Background: an optimization exercise with open tools, aiming at small area. Do not read the settings as production practice.
Only simulation tests tie the RTL to the original design; equivalence was not proved.
Power figures rest on the tool's default switching activity, not on a simulated workload.

==> flow/design.v (excerpt) <==
module layer_top (
   input  logic             clk,
   input  logic             reset,
   input  logic             s_valid,
   input  logic             m_ready,
   input  layer_pkg::data_t data_in,
   output logic             s_ready,
   output logic             m_valid,
   output layer_pkg::data_t data_out
);
Settings: LEC_CHECK=0, CAP_MARGIN=20, CORE_MARGIN=2, CORE_UTILIZATION=40, SLEW_MARGIN=20; clock period 7.0 ns.
standard.sh (not shown) runs the stock make flow with config.mk's settings and CLKGATE_MAP_FILE= SYNTH_SCRIPT=/design/flow/synth_recipe.tcl, a recipe that flattens the netlist after the stock synthesis.
==> flow/flow/run.sh <==
#!/bin/bash
# The standard synthesis, then its combinational logic mapped again by
# ABC with an area-oriented script (flow/abc_resyn.script): the standard
# synthesis's registers and full-adder cells stay exactly as they are, with their
# names; full adders may work on complemented signals (flow/fa_polarity.py).
# Then the standard layout of that netlist, with extra ORFS make
# variables from flow/make_vars (one per line).
# Logs: flow_synth.log and flow_make.log (make's output), flow_fa_polarity.log,
# flow_resyn.log and flow_resyn_check.log (Yosys); each ORFS step also keeps its own log under orfs/logs.
set -euo pipefail
args=()
while IFS= read -r line; do
   [[ -z "$line" || "$line" == \#* ]] && continue
   args+=("$line")
done < flow/make_vars

bash standard.sh "${args[@]}" synth > flow_synth.log 2>&1

RES=orfs/results/$FLOW_PLATFORM/layer_top/base
LIB=$FLOW_HOME/platforms/$FLOW_PLATFORM/lib/sky130_fd_sc_hd__tt_025C_1v80.lib
YOSYS=$FLOW_HOME/../tools/install/yosys/bin/yosys
DONT_USE=$(grep -o 'sky130_fd_sc_hd__[a-z0-9_]*' $FLOW_HOME/platforms/$FLOW_PLATFORM/config.mk | sort -u | sed 's/^/-dont_use /' | tr '\n' ' ')
cp $RES/1_2_yosys.v 1_2_yosys_standard.v
# Full adders on complemented signals where that saves inverters
python3 flow/fa_polarity.py 1_2_yosys_standard.v 1_2_yosys_fapol.v > flow_fa_polarity.log 2>&1
cat > resyn.ys <<EOT
read_liberty -ignore_miss_func $LIB
read_verilog 1_2_yosys_fapol.v
hierarchy -top $FLOW_TOP
blackbox sky130_fd_sc_hd__dfxtp_1 sky130_fd_sc_hd__edfxtp_1 sky130_fd_sc_hd__fa_1 sky130_fd_sc_hd__conb_1
tee -o resyn_stat_before.txt stat -liberty $LIB
flatten
opt -purge
abc -script $PWD/flow/abc_resyn.script -liberty $LIB $DONT_USE -constr $PWD/orfs/objects/$FLOW_PLATFORM/layer_top/base/abc.constr
splitnets
opt_clean -purge
hilomap -singleton -hicell sky130_fd_sc_hd__conb_1 HI -locell sky130_fd_sc_hd__conb_1 LO
insbuf -buf sky130_fd_sc_hd__buf_4 A X
tee -o resyn_stat_after.txt stat -liberty $LIB
write_verilog -noattr -nohex -nodec 1_2_yosys_resyn.v
EOT
$YOSYS -s resyn.ys > flow_resyn.log 2>&1
# The new netlist must be fully mapped and hold the same registers
cat > resyn_check.ys <<EOT
read_liberty -lib $LIB
read_verilog 1_2_yosys_resyn.v
hierarchy -check -top $FLOW_TOP
check -assert -mapped
EOT
$YOSYS -s resyn_check.ys > flow_resyn_check.log 2>&1
regs() { grep -oE 'sky130_fd_sc_hd__e?dfxtp_[0-9]+ +\\?[^ ]+' "$1" | sort; }
if ! diff <(regs 1_2_yosys_standard.v) <(regs 1_2_yosys_resyn.v) > flow_resyn_regs.diff; then
   echo "registers differ from the standard synthesis" >&2
   exit 1
fi
cp 1_2_yosys_resyn.v $RES/1_2_yosys.v
rm -f $RES/1_synth.odb
bash standard.sh "${args[@]}" finish > flow_make.log 2>&1
==> flow/flow/abc_resyn.script <==
strash
dch -f
amap
topo
stime -c
==> flow/flow/make_vars <==
BUFFER_PORTS_ARGS=-buffer_cell sky130_fd_sc_hd__buf_1
GPL_KEEP_OVERFLOW=0
PLACE_DENSITY=0.85
CTS_ARGS=-sink_clustering_enable -repair_clock_nets -buf_list sky130_fd_sc_hd__clkbuf_8 -dont_use_dummy_load
Other scripts of this flow, unchanged in this note and not shown: flow/flow/fa_polarity.py
Next try:
--- a/flow/flow/run.sh
+++ b/flow/flow/run.sh
@@ -4 +4 @@
-# synthesis's registers and full-adder cells stay exactly as they are, with their
+# synthesis's registers and adder cells stay exactly as they are, with their
@@ -30 +30 @@
-blackbox sky130_fd_sc_hd__dfxtp_1 sky130_fd_sc_hd__edfxtp_1 sky130_fd_sc_hd__fa_1 sky130_fd_sc_hd__conb_1
+blackbox sky130_fd_sc_hd__dfxtp_1 sky130_fd_sc_hd__edfxtp_1 sky130_fd_sc_hd__fa_1 sky130_fd_sc_hd__ha_1 sky130_fd_sc_hd__conb_1
--- a/flow/flow/make_vars
+++ b/flow/flow/make_vars
@@ -3 +3 @@
-PLACE_DENSITY=0.85
+PLACE_DENSITY=0.8
Result: The new run ran to the end with no violations; routed wire length goes up by 8.7%; non-clock buffer count goes down by 2; utilization goes up by 0.16 points; cell count goes up by 2.4%; die area goes up by 5.2%; sequential share of layout area goes down by 1.6 points; count of clock-buffer cells in the layout stays the same; critical path depth goes up by 1; design area goes up by 4.8%; global-route usage goes up by 0.31 points; sequential power goes up by about 10%.
Next try:
--- a/flow/flow/run.sh
+++ b/flow/flow/run.sh
@@ -4 +4 @@
-# synthesis's registers and adder cells stay exactly as they are, with their
+# synthesis's registers and full-adder cells stay exactly as they are, with their
@@ -30 +30 @@
-blackbox sky130_fd_sc_hd__dfxtp_1 sky130_fd_sc_hd__edfxtp_1 sky130_fd_sc_hd__fa_1 sky130_fd_sc_hd__ha_1 sky130_fd_sc_hd__conb_1
+blackbox sky130_fd_sc_hd__dfxtp_1 sky130_fd_sc_hd__edfxtp_1 sky130_fd_sc_hd__fa_1 sky130_fd_sc_hd__conb_1
==> flow/flow/abc_resyn.script (replaced) <==
strash
dch -f
amap
strash
dch -f
amap
topo
stime -c
Outcome: The changed run passed the timing, DRC and antenna checks. Flip-flop and latch count does not change. Via count goes down by 5.0%. Critical path depth rose by 1. Power shrinks by about 22%. Hold slack loses 0.0058 ns.
Next try:
==> flow/flow/abc_resyn.script (replaced) <==
strash
dch -f
amap
strash
dch -f
amap
strash
dch -f
amap
strash
dch -f
amap
topo
stime -c
=>
- final area stays flat
- wire length fell by a few percent
- core utilization is about the same
- sequential power barely changes
- register-to-register slack is better by 0.18 ns
- power rose slightly
- worst hold slack is better by 0.0054 ns
- critical path depth is unchanged
- die area stays flat

what the ideal ports hide:
In the flow no input, the clock included, has a driving cell. The finished layouts below were timed again as built, in two steps. Step 1: set_driving_cell puts a clkbuf_16 on clk and a buf_2 on each other input, an assumption about the parent block. Step 2, shift: input delay + t, output delay - t, t = (earliest + latest rising clock arrival at the registers) / 2. This alone moves slack from input paths to output paths. a / b / c = ideal / step 1 / step 2; a / b = the first two.
| run | t, ns | setup slack, ns | hold slack, ns | pins driven straight from the clock port |
|---|---|---|---|---|
| the first run | 0.505 | 0.360 / 0.360 / 0.360 | 0.311 / 0.311 / 0.311 | 1 |
| the second run | 0.501 | 0.349 / 0.349 / 0.113 | 0.288 / 0.288 / 0.288 | 1 |
| the third run | 0.508 | 0.213 / 0.213 / 0.213 | 0.282 / 0.282 / 0.282 | 1 |
| the fourth run | 0.489 | 0.395 / 0.395 / 0.395 | 0.288 / 0.288 / 0.288 | 1 |
After both steps setup and hold are still met in every run listed. For the second run, which loses most, drivers alone change the setup slack by 0.000 ns; drivers and shift together by -0.236 ns.
